This design comes from an exercise in tuning for a short achievable clock period and few clock cycles per item on the open sky130 flow, not from production work. In this exercise RTL edits were held to simulation tests only and were not proved equivalent to the original. Power is estimated from default activity; no workload was simulated.

==> yarrow: inputs <==
==> flow/design.v <==
`timescale 1ns/1ps
package cache_pkg;
  localparam int TAG_WIDTH      = 26;
  localparam int INDEX_WIDTH    = 2;
  localparam int OFFSET_WIDTH   = 4;   
  localparam int WORDS_PER_LINE = 4;
  localparam int NUM_SETS       = 4;
  typedef struct packed {
    logic [TAG_WIDTH-1:0]      tag;
    logic [INDEX_WIDTH-1:0]    index;
    logic [OFFSET_WIDTH-3:0]   word_off;
    logic [1:0]                byte_off;
  } cache_addr_fields_t;
  typedef union packed {
    logic [31:0]        raw;
    cache_addr_fields_t f;
  } cache_addr_u;
  typedef struct packed {
    logic        write;
    cache_addr_u addr;
    logic [31:0] wdata;
  } cpu_req_t;
  typedef struct packed {
    logic        write;
    logic [31:0] addr;    
    logic [31:0] wdata;
  } mem_req_t;
endpackage
`timescale 1ns/1ps
package cache_ctrl_pkg;
  typedef struct packed {
    logic write_en;
    logic set_valid;
    logic set_dirty;
    logic strategy_en;   
    logic offset_sel;    
  } set_ctrl_t;
  typedef enum logic [2:0] {
    IDLE,
    COMPARE,
    WRITEBACK,
    REFILL,
    RESPOND
  } ctrl_state_e;
endpackage
`timescale 1ns/1ps
`timescale 1ns/1ps
`timescale 1ns/1ps
`timescale 1ns/1ps
`timescale 1ns/1ps
`timescale 1ns/1ps
module wb_cache (
  input  logic        clk_i,
  input  logic        rst_n_i,
  input  logic        cpu_req_valid_i,
  input  logic        cpu_req_write_i,
  input  logic [31:0] cpu_req_addr_i,
  input  logic [31:0] cpu_req_wdata_i,
  output logic        busy_o,
  output logic        cpu_ready_o,
  output logic [31:0] cpu_rdata_o,
  output logic        mem_req_o,
  output logic        mem_req_write_o,
  output logic [31:0] mem_req_addr_o,
  output logic [31:0] mem_req_wdata_o,
  input  logic        mem_ack_i,
  input  logic [31:0] mem_rdata_i
);
  logic [3:0][1:0][3:0][31:0] data_q;
  logic [3:0][1:0][25:0]      tag_q;
  logic [3:0][1:0]            valid_q;
  logic [3:0][1:0]            dirty_q;
  logic [3:0]                 lru_q;     
  logic [3:0][1:0][3:0]       pend_sel_q;
  logic [31:0] pend_data_q;
  logic        busy_q;              
  logic        wb_q;                
  logic [1:0]  cnt_q;               
  logic [1:0]  idx_q;
  logic [1:0]  word_q;
  logic [25:0] tag_r;
  logic        write_q;
  logic [31:0] wdata_q;
  logic        way_q;
  logic        busy_o_q;
  logic        mem_req_q;
  logic        ready_q;
  logic [31:0] rdata_q;
  logic        mem_write_q;
  logic [31:0] mem_addr_q;
  logic [31:0] mem_wdata_q;
  logic [3:1][31:0] wbuf_q;        
  logic [3:0]       set_vway;
  logic [3:0]       set_vdirty;
  logic [3:0][25:0] set_vtag;
  logic [3:0][3:0][31:0] set_vline;
  always_comb begin
    for (int s = 0; s < 4; s++) begin
      if (!valid_q[s][0])      set_vway[s] = 1'b0;
      else if (!valid_q[s][1]) set_vway[s] = 1'b1;
      else                     set_vway[s] = lru_q[s];
      set_vdirty[s] = valid_q[s][set_vway[s]] && dirty_q[s][set_vway[s]];
      set_vtag[s]   = tag_q[s][set_vway[s]];
      for (int k = 0; k < 4; k++) begin
        set_vline[s][k] = data_q[s][set_vway[s]][k];
      end
    end
  end
  logic [1:0]  in_idx;
  logic [1:0]  in_word;
  logic [25:0] in_tag;
  logic [3:0][1:0] hitl;           
  logic        hit;
  logic        hitw1;               
  logic [1:0][31:0] way_resp;      
  logic        vway;                
  logic        vdirty;
  logic [25:0] vtag;
  logic [3:0][31:0] victim_line;    
  assign in_idx  = cpu_req_addr_i[5:4];
  assign in_word = cpu_req_addr_i[3:2];
  assign in_tag  = cpu_req_addr_i[31:6];
  always_comb begin
    hit   = 1'b0;
    hitw1 = 1'b0;
    for (int s = 0; s < 4; s++) begin
      for (int w = 0; w < 2; w++) begin
        hitl[s][w] = valid_q[s][w] && in_idx == 2'(s) && tag_q[s][w] == in_tag;
        hit        = hit || hitl[s][w];
      end
      hitw1 = hitw1 || hitl[s][1];
    end
    for (int w = 0; w < 2; w++) begin
      if (cpu_req_write_i) begin
        way_resp[w] = cpu_req_wdata_i;
      end else if (pend_sel_q[in_idx][w][in_word]) begin
        way_resp[w] = pend_data_q;
      end else begin
        way_resp[w] = data_q[in_idx][w][in_word];
      end
    end
    vway         = set_vway[in_idx];
    vdirty       = set_vdirty[in_idx];
    vtag         = set_vtag[in_idx];
    for (int k = 0; k < 4; k++) begin
      victim_line[k] = pend_sel_q[in_idx][vway][k] ? pend_data_q : set_vline[in_idx][k];
    end
  end
  logic fill_last;
  logic miss_taken;
  assign fill_last  = !wb_q && cnt_q == 2'd3;
  assign miss_taken = cpu_req_valid_i && !hit;
  always_ff @(posedge clk_i or negedge rst_n_i) begin
    if (!rst_n_i) begin
      busy_q    <= 1'b0;
      busy_o_q  <= 1'b0;
      mem_req_q <= 1'b0;
      ready_q   <= 1'b0;
    end else begin
      busy_q    <= busy_q    ? !(mem_ack_i && fill_last) : miss_taken;
      busy_o_q  <= busy_o_q  ? !(mem_ack_i && fill_last) : miss_taken;
      mem_req_q <= mem_req_q ? !(mem_ack_i && fill_last) : miss_taken;
      ready_q   <= busy_q ? (mem_ack_i && fill_last) : (cpu_req_valid_i && hit);
    end
  end
  always_ff @(posedge clk_i) begin
    if (!busy_q) begin
      idx_q       <= in_idx;
      word_q      <= in_word;
      tag_r       <= in_tag;
      write_q     <= cpu_req_write_i;
      wdata_q     <= cpu_req_wdata_i;
      way_q       <= vway;
      wb_q        <= vdirty;
      cnt_q       <= 2'd0;
      mem_write_q <= vdirty;
      mem_addr_q  <= {vdirty ? vtag : in_tag, in_idx, 4'b0000};
      mem_wdata_q <= victim_line[0];
      for (int k = 1; k < 4; k++) begin
        wbuf_q[k] <= victim_line[k];
      end
      rdata_q     <= hitw1 ? way_resp[1] : way_resp[0];
      pend_data_q <= cpu_req_wdata_i;
    end else if (mem_ack_i) begin
      cnt_q <= cnt_q + 2'd1;
      if (wb_q && cnt_q == 2'd3) begin
        wb_q        <= 1'b0;
        mem_write_q <= 1'b0;
        mem_addr_q  <= {tag_r, idx_q, 4'b0000};
      end else begin
        mem_addr_q[3:2] <= cnt_q + 2'd1;
      end
      mem_wdata_q <= wbuf_q[1];
      wbuf_q[1]   <= wbuf_q[2];
      wbuf_q[2]   <= wbuf_q[3];
      if (!wb_q && cnt_q == word_q && !write_q) begin
        rdata_q <= mem_rdata_i;
      end
      pend_data_q <= (write_q && cnt_q == word_q) ? wdata_q : mem_rdata_i;
    end
  end
  always_ff @(posedge clk_i or negedge rst_n_i) begin
    if (!rst_n_i) begin
      for (int s = 0; s < 4; s++) begin
        for (int w = 0; w < 2; w++) begin
          for (int k = 0; k < 4; k++) begin
            pend_sel_q[s][w][k] <= 1'b0;
          end
        end
      end
    end else begin
      for (int s = 0; s < 4; s++) begin
        for (int w = 0; w < 2; w++) begin
          for (int k = 0; k < 4; k++) begin
            if (!busy_q) begin
              pend_sel_q[s][w][k] <= cpu_req_valid_i && cpu_req_write_i && hitl[s][w] &&
                                     in_word == 2'(k);
            end else begin
              pend_sel_q[s][w][k] <= mem_ack_i && !wb_q && idx_q == 2'(s) && way_q == 1'(w) &&
                                     cnt_q == 2'(k);
            end
          end
        end
      end
    end
  end
  always_ff @(posedge clk_i) begin
    for (int s = 0; s < 4; s++) begin
      for (int w = 0; w < 2; w++) begin
        for (int k = 0; k < 4; k++) begin
          if (pend_sel_q[s][w][k]) begin
            data_q[s][w][k] <= pend_data_q;
          end
        end
        if (busy_q && mem_ack_i && fill_last && idx_q == 2'(s) && way_q == 1'(w)) begin
          tag_q[s][w] <= tag_r;
        end
      end
    end
  end
  always_ff @(posedge clk_i or negedge rst_n_i) begin
    if (!rst_n_i) begin
      for (int s = 0; s < 4; s++) begin
        lru_q[s] <= 1'b0;
        for (int w = 0; w < 2; w++) begin
          valid_q[s][w] <= 1'b0;
          dirty_q[s][w] <= 1'b0;
        end
      end
    end else begin
      for (int s = 0; s < 4; s++) begin
        for (int w = 0; w < 2; w++) begin
          if (!busy_q && cpu_req_valid_i && cpu_req_write_i && hitl[s][w]) begin
            dirty_q[s][w] <= 1'b1;
            lru_q[s]      <= (w == 0);
          end else if (busy_q && mem_ack_i && fill_last && idx_q == 2'(s) && way_q == 1'(w)) begin
            valid_q[s][w] <= 1'b1;
            dirty_q[s][w] <= write_q;
            lru_q[s]      <= (w == 0);
          end
        end
      end
    end
  end
  assign busy_o          = busy_o_q;
  assign cpu_ready_o     = ready_q;
  assign cpu_rdata_o     = rdata_q;
  assign mem_req_o       = mem_req_q;
  assign mem_req_write_o = mem_write_q;
  assign mem_req_addr_o  = mem_addr_q;
  assign mem_req_wdata_o = mem_wdata_q;
endmodule
==> flow/flow/run.sh <==
#!/bin/bash
# The standard layout, with the port buffers made from the plain buffer
# family (which timing repair may resize) instead of the default choice.
set -uo pipefail
bash standard.sh "BUFFER_PORTS_ARGS=-buffer_cell sky130_fd_sc_hd__buf_8" finish > standard.log 2>&1
==> flow/standard.sh <==
#!/bin/bash
# synth_recipe.tcl (not shown) runs the flow's synth.tcl, then flattens the netlist and writes it again
# the make line also repeats each setting of config.mk as NAME=value (left out here)
make -C /OpenROAD-flow-scripts/flow DESIGN_CONFIG=/design/flow/config.mk WORK_HOME=/design/flow/orfs CLKGATE_MAP_FILE= SYNTH_SCRIPT=/design/flow/synth_recipe.tcl "${@:-finish}"
==> flow/config.mk <==
export PLATFORM = sky130hd
export DESIGN_NAME = wb_cache
export DESIGN_NICKNAME = wb_cache
export VERILOG_FILES = /design/flow/design.v
export SDC_FILE = /design/flow/constraint.sdc
export NUM_CORES = 4
export LEC_CHECK = 0
export ABC_CLOCK_PERIOD_IN_PS = 1000
export CAP_MARGIN = 20
export CELL_PAD_IN_SITES_DETAIL_PLACEMENT = 1
export CELL_PAD_IN_SITES_GLOBAL_PLACEMENT = 1
export CORE_MARGIN = 2
export CORE_UTILIZATION = 40
export PLACE_DENSITY = 0.5
export SETUP_SLACK_MARGIN = 5
export SLEW_MARGIN = 20
==> flow/constraint.sdc <==
create_clock -name core_clock -period 8.0 [get_ports {clk_i}]
set_input_delay 1.6000 -clock core_clock [delete_from_list [all_inputs] [get_ports {clk_i}]]
set_output_delay 1.6000 -clock core_clock [all_outputs]
set_load 0.01 [all_outputs]
==> harbor: changes against yarrow <==
--- a/flow/design.v
+++ b/flow/design.v
@@ -75,2 +75,6 @@
   logic [31:0] pend_data_q;
+  logic        pend_v_q;
+  logic [1:0]  pend_idx_q;
+  logic        pend_way_q;
+  logic [1:0]  pend_word_q;
   logic        busy_q;              
@@ -87,2 +91,4 @@
   logic        ready_q;
+  logic        rhit_q;              
+  logic        rway_q;              
   logic [31:0] rdata_q;
@@ -91,3 +97,5 @@
   logic [31:0] mem_wdata_q;
-  logic [3:1][31:0] wbuf_q;        
+  logic [3:0][31:0] wline_q;       
+  logic [25:0] vtag_q;              
+  logic [31:0] rword_q;             
   logic [3:0]       set_vway;
@@ -96,2 +104,24 @@
   logic [3:0][3:0][31:0] set_vline;
+  logic [3:0] set_quick;           
+  logic [3:0] set_qconst;          
+  logic [3:0] set_qway;            
+  logic [3:0] set_qbit;            
+  logic [3:0] set_qval;            
+  logic [3:0][3:0] set_qtab;       
+  always_comb begin
+    for (int s = 0; s < 4; s++) begin
+      set_qconst[s] = !(valid_q[s][0] && valid_q[s][1]);
+      set_qway[s]   = valid_q[s][1] && !valid_q[s][0];
+      set_qbit[s]   = tag_q[s][0][0] == tag_q[s][1][0];
+      set_qval[s]   = set_qbit[s] ? tag_q[s][1][1] : tag_q[s][1][0];
+      set_quick[s]  = set_qconst[s] || tag_q[s][0][1:0] != tag_q[s][1][1:0];
+      for (int v = 0; v < 4; v++) begin
+        if (set_qconst[s]) begin
+          set_qtab[s][v] = set_qway[s];
+        end else begin
+          set_qtab[s][v] = (set_qbit[s] ? v[1] : v[0]) == set_qval[s];
+        end
+      end
+    end
+  end
   always_comb begin
@@ -104,3 +134,3 @@
       for (int k = 0; k < 4; k++) begin
-        set_vline[s][k] = data_q[s][set_vway[s]][k];
+        set_vline[s][k] = pend_sel_q[s][set_vway[s]][k] ? pend_data_q : data_q[s][set_vway[s]][k];
       end
@@ -114,2 +144,4 @@
   logic        hitw1;               
+  logic        quick;               
+  logic        qway;                
   logic [1:0][31:0] way_resp;      
@@ -132,2 +164,4 @@
     end
+    quick = set_quick[in_idx];
+    qway  = set_qtab[in_idx][in_tag[1:0]];
     for (int w = 0; w < 2; w++) begin
@@ -135,3 +169,4 @@
         way_resp[w] = cpu_req_wdata_i;
-      end else if (pend_sel_q[in_idx][w][in_word]) begin
+      end else if (pend_v_q && pend_way_q == 1'(w) && pend_idx_q == in_idx &&
+                   pend_word_q == in_word) begin
         way_resp[w] = pend_data_q;
@@ -144,5 +179,3 @@
     vtag         = set_vtag[in_idx];
-    for (int k = 0; k < 4; k++) begin
-      victim_line[k] = pend_sel_q[in_idx][vway][k] ? pend_data_q : set_vline[in_idx][k];
-    end
+    victim_line  = set_vline[in_idx];
   end
@@ -158,7 +191,12 @@
       ready_q   <= 1'b0;
+      rhit_q    <= 1'b0;
     end else begin
-      busy_q    <= busy_q    ? !(mem_ack_i && fill_last) : miss_taken;
-      busy_o_q  <= busy_o_q  ? !(mem_ack_i && fill_last) : miss_taken;
-      mem_req_q <= mem_req_q ? !(mem_ack_i && fill_last) : miss_taken;
-      ready_q   <= busy_q ? (mem_ack_i && fill_last) : (cpu_req_valid_i && hit);
+      busy_q    <= busy_q    ? !(rhit_q || (mem_ack_i && fill_last)) :
+                               cpu_req_valid_i && !(hit && (cpu_req_write_i || quick));
+      busy_o_q  <= busy_o_q  ? !(rhit_q || (mem_ack_i && fill_last)) :
+                               cpu_req_valid_i && !(hit && (cpu_req_write_i || quick));
+      mem_req_q <= mem_req_q ? !(mem_ack_i && fill_last) : !busy_q && miss_taken;
+      ready_q   <= busy_q ? (rhit_q || (mem_ack_i && fill_last)) :
+                            (cpu_req_valid_i && hit && (cpu_req_write_i || quick));
+      rhit_q    <= !busy_q && cpu_req_valid_i && hit && !cpu_req_write_i && !quick;
     end
@@ -170,2 +208,3 @@
       tag_r       <= in_tag;
+      vtag_q      <= vtag;
       write_q     <= cpu_req_write_i;
@@ -173,11 +212,6 @@
       way_q       <= vway;
+      rway_q      <= hitw1;
       wb_q        <= vdirty;
       cnt_q       <= 2'd0;
-      mem_write_q <= vdirty;
-      mem_addr_q  <= {vdirty ? vtag : in_tag, in_idx, 4'b0000};
-      mem_wdata_q <= victim_line[0];
-      for (int k = 1; k < 4; k++) begin
-        wbuf_q[k] <= victim_line[k];
-      end
-      rdata_q     <= hitw1 ? way_resp[1] : way_resp[0];
+      wline_q     <= victim_line;
       pend_data_q <= cpu_req_wdata_i;
@@ -186,13 +220,6 @@
       if (wb_q && cnt_q == 2'd3) begin
-        wb_q        <= 1'b0;
-        mem_write_q <= 1'b0;
-        mem_addr_q  <= {tag_r, idx_q, 4'b0000};
-      end else begin
-        mem_addr_q[3:2] <= cnt_q + 2'd1;
+        wb_q <= 1'b0;
       end
-      mem_wdata_q <= wbuf_q[1];
-      wbuf_q[1]   <= wbuf_q[2];
-      wbuf_q[2]   <= wbuf_q[3];
-      if (!wb_q && cnt_q == word_q && !write_q) begin
-        rdata_q <= mem_rdata_i;
+      if (!wb_q && cnt_q == word_q) begin
+        rword_q <= mem_rdata_i;
       end
@@ -201,2 +228,35 @@
   end
+  logic       wb_next;
+  logic [1:0] cnt_next;
+  always_comb begin
+    wb_next  = wb_q;
+    cnt_next = cnt_q;
+    if (mem_ack_i) begin
+      cnt_next = cnt_q + 2'd1;
+      if (cnt_q == 2'd3) begin
+        wb_next = 1'b0;
+      end
+    end
+  end
+  always_ff @(posedge clk_i) begin
+    if (!busy_q) begin
+      mem_write_q <= vdirty;
+      mem_addr_q  <= {vdirty ? vtag : in_tag, in_idx, 4'b0000};
+      mem_wdata_q <= victim_line[0];
+      rdata_q     <= qway ? way_resp[1] : way_resp[0];
+    end else begin
+      mem_write_q <= wb_next;
+      mem_addr_q  <= {wb_next ? vtag_q : tag_r, idx_q, cnt_next, 2'b00};
+      mem_wdata_q <= wline_q[cnt_next];
+      if (rhit_q) begin
+        rdata_q <= data_q[idx_q][rway_q][word_q];
+      end else if (write_q) begin
+        rdata_q <= wdata_q;
+      end else if (mem_ack_i && !wb_q && cnt_q == word_q) begin
+        rdata_q <= mem_rdata_i;
+      end else begin
+        rdata_q <= rword_q;
+      end
+    end
+  end
   always_ff @(posedge clk_i or negedge rst_n_i) begin
@@ -225,2 +285,22 @@
     end
+  end
+  always_ff @(posedge clk_i or negedge rst_n_i) begin
+    if (!rst_n_i) begin
+      pend_v_q <= 1'b0;
+    end else if (!busy_q) begin
+      pend_v_q <= cpu_req_valid_i && cpu_req_write_i && hit;
+    end else begin
+      pend_v_q <= mem_ack_i && !wb_q;
+    end
+  end
+  always_ff @(posedge clk_i) begin
+    if (!busy_q) begin
+      pend_idx_q  <= in_idx;
+      pend_way_q  <= hitw1;
+      pend_word_q <= in_word;
+    end else begin
+      pend_idx_q  <= idx_q;
+      pend_way_q  <= way_q;
+      pend_word_q <= cnt_q;
+    end
   end
==> pepper: changes against yarrow <==
--- a/flow/design.v
+++ b/flow/design.v
@@ -75,2 +75,6 @@
   logic [31:0] pend_data_q;
+  logic        pend_v_q;
+  logic [1:0]  pend_idx_q;
+  logic        pend_way_q;
+  logic [1:0]  pend_word_q;
   logic        busy_q;              
@@ -91,3 +95,5 @@
   logic [31:0] mem_wdata_q;
-  logic [3:1][31:0] wbuf_q;        
+  logic [3:0][31:0] wline_q;       
+  logic [25:0] vtag_q;              
+  logic [31:0] rword_q;             
   logic [3:0]       set_vway;
@@ -104,3 +110,3 @@
       for (int k = 0; k < 4; k++) begin
-        set_vline[s][k] = data_q[s][set_vway[s]][k];
+        set_vline[s][k] = pend_sel_q[s][set_vway[s]][k] ? pend_data_q : data_q[s][set_vway[s]][k];
       end
@@ -135,3 +141,3 @@
         way_resp[w] = cpu_req_wdata_i;
-      end else if (pend_sel_q[in_idx][w][in_word]) begin
+      end else if (pend_v_q && pend_way_q == 1'(w) && pend_idx_q == in_idx && pend_word_q == in_word) begin
         way_resp[w] = pend_data_q;
@@ -144,5 +150,3 @@
     vtag         = set_vtag[in_idx];
-    for (int k = 0; k < 4; k++) begin
-      victim_line[k] = pend_sel_q[in_idx][vway][k] ? pend_data_q : set_vline[in_idx][k];
-    end
+    victim_line  = set_vline[in_idx];
   end
@@ -170,2 +174,3 @@
       tag_r       <= in_tag;
+      vtag_q      <= vtag;
       write_q     <= cpu_req_write_i;
@@ -175,9 +180,3 @@
       cnt_q       <= 2'd0;
-      mem_write_q <= vdirty;
-      mem_addr_q  <= {vdirty ? vtag : in_tag, in_idx, 4'b0000};
-      mem_wdata_q <= victim_line[0];
-      for (int k = 1; k < 4; k++) begin
-        wbuf_q[k] <= victim_line[k];
-      end
-      rdata_q     <= hitw1 ? way_resp[1] : way_resp[0];
+      wline_q     <= victim_line;
       pend_data_q <= cpu_req_wdata_i;
@@ -186,15 +185,39 @@
       if (wb_q && cnt_q == 2'd3) begin
-        wb_q        <= 1'b0;
-        mem_write_q <= 1'b0;
-        mem_addr_q  <= {tag_r, idx_q, 4'b0000};
+        wb_q <= 1'b0;
+      end
+      if (!wb_q && cnt_q == word_q) begin
+        rword_q <= mem_rdata_i;
+      end
+      pend_data_q <= (write_q && cnt_q == word_q) ? wdata_q : mem_rdata_i;
+    end
+  end
+  logic       wb_next;
+  logic [1:0] cnt_next;
+  always_comb begin
+    wb_next  = wb_q;
+    cnt_next = cnt_q;
+    if (mem_ack_i) begin
+      cnt_next = cnt_q + 2'd1;
+      if (cnt_q == 2'd3) begin
+        wb_next = 1'b0;
+      end
+    end
+  end
+  always_ff @(posedge clk_i) begin
+    if (!busy_q) begin
+      mem_write_q <= vdirty;
+      mem_addr_q  <= {vdirty ? vtag : in_tag, in_idx, 4'b0000};
+      mem_wdata_q <= victim_line[0];
+      rdata_q     <= hitw1 ? way_resp[1] : way_resp[0];
+    end else begin
+      mem_write_q <= wb_next;
+      mem_addr_q  <= {wb_next ? vtag_q : tag_r, idx_q, cnt_next, 2'b00};
+      mem_wdata_q <= wline_q[cnt_next];
+      if (write_q) begin
+        rdata_q <= wdata_q;
+      end else if (mem_ack_i && !wb_q && cnt_q == word_q) begin
+        rdata_q <= mem_rdata_i;
       end else begin
-        mem_addr_q[3:2] <= cnt_q + 2'd1;
-      end
-      mem_wdata_q <= wbuf_q[1];
-      wbuf_q[1]   <= wbuf_q[2];
-      wbuf_q[2]   <= wbuf_q[3];
-      if (!wb_q && cnt_q == word_q && !write_q) begin
-        rdata_q <= mem_rdata_i;
-      end
-      pend_data_q <= (write_q && cnt_q == word_q) ? wdata_q : mem_rdata_i;
+        rdata_q <= rword_q;
+      end
     end
@@ -226,2 +249,22 @@
   end
+  always_ff @(posedge clk_i or negedge rst_n_i) begin
+    if (!rst_n_i) begin
+      pend_v_q <= 1'b0;
+    end else if (!busy_q) begin
+      pend_v_q <= cpu_req_valid_i && cpu_req_write_i && hit;
+    end else begin
+      pend_v_q <= mem_ack_i && !wb_q;
+    end
+  end
+  always_ff @(posedge clk_i) begin
+    if (!busy_q) begin
+      pend_idx_q  <= in_idx;
+      pend_way_q  <= hitw1;
+      pend_word_q <= in_word;
+    end else begin
+      pend_idx_q  <= idx_q;
+      pend_way_q  <= way_q;
+      pend_word_q <= cnt_q;
+    end
+  end
   always_ff @(posedge clk_i) begin
==> notes <==
yarrow went through all stages and came out clean. pepper finished with timing, DRC and antenna clean. harbor finished with timing, DRC and antenna clean. First-iteration DRC count: pepper > harbor > yarrow. In pepper the fmax is higher than in yarrow, by about 1%. The highest combinational power belongs to harbor, the lowest to yarrow. Routed wire length: harbor is higher than pepper (about 4%). Clock power, lowest first: yarrow, pepper, harbor. Against pepper, the die area of yarrow is smaller by 8.1%. Sequential share of layout area: pepper > yarrow > harbor. Against harbor, the hold slack of pepper is lower by 11 ps. The highest clock skew belongs to harbor, the lowest to pepper. Sequential power is about the same in yarrow and pepper.
Testbench counts of yarrow, summed over its fixed seeds: cycles 28,047, accesses 3,200.
Testbench counts of harbor, summed over its fixed seeds: cycles 28,155, accesses 3,200.
Testbench counts of pepper, summed over its fixed seeds: cycles 28,047, accesses 3,200.

-- separate check: timing with driven ports --
Ports are ideal in the flow. The routed layouts listed here were re-timed in OpenROAD.
Step 1 sets driving cells, clkbuf_16 on the clock port and buf_2 on the other inputs (assumed; they add their load-dependent delay and slew).
Step 2 times the ports against the registers' clock, not the clock port: input delays grow and output delays shrink by t, the midpoint of the rising clock arrivals with the driver on.
Three values: no drivers, after step 1, after step 2; two values: the first two.
| run | shift t [ns] | slack for setup (ns) | worst setup path after step 2 | clock arrival spread, ns | pins driven straight from the clock port |
|---|---|---|---|---|---|
| yarrow | 0.936 | 4.672 / 4.463 / 3.526 | input to register | 0.039 / 0.039 | 1 |
| harbor | 0.956 | 4.951 / 4.794 / 3.838 | input to register | 0.038 / 0.038 | 1 |
| pepper | 0.933 | 4.707 / 4.513 / 3.579 | input to register | 0.024 / 0.023 | 1 |
After both steps every run listed still meets setup and hold. The setup slack of yarrow, which loses most, moves by -0.209 ns with the drivers and by -1.146 ns with both steps.
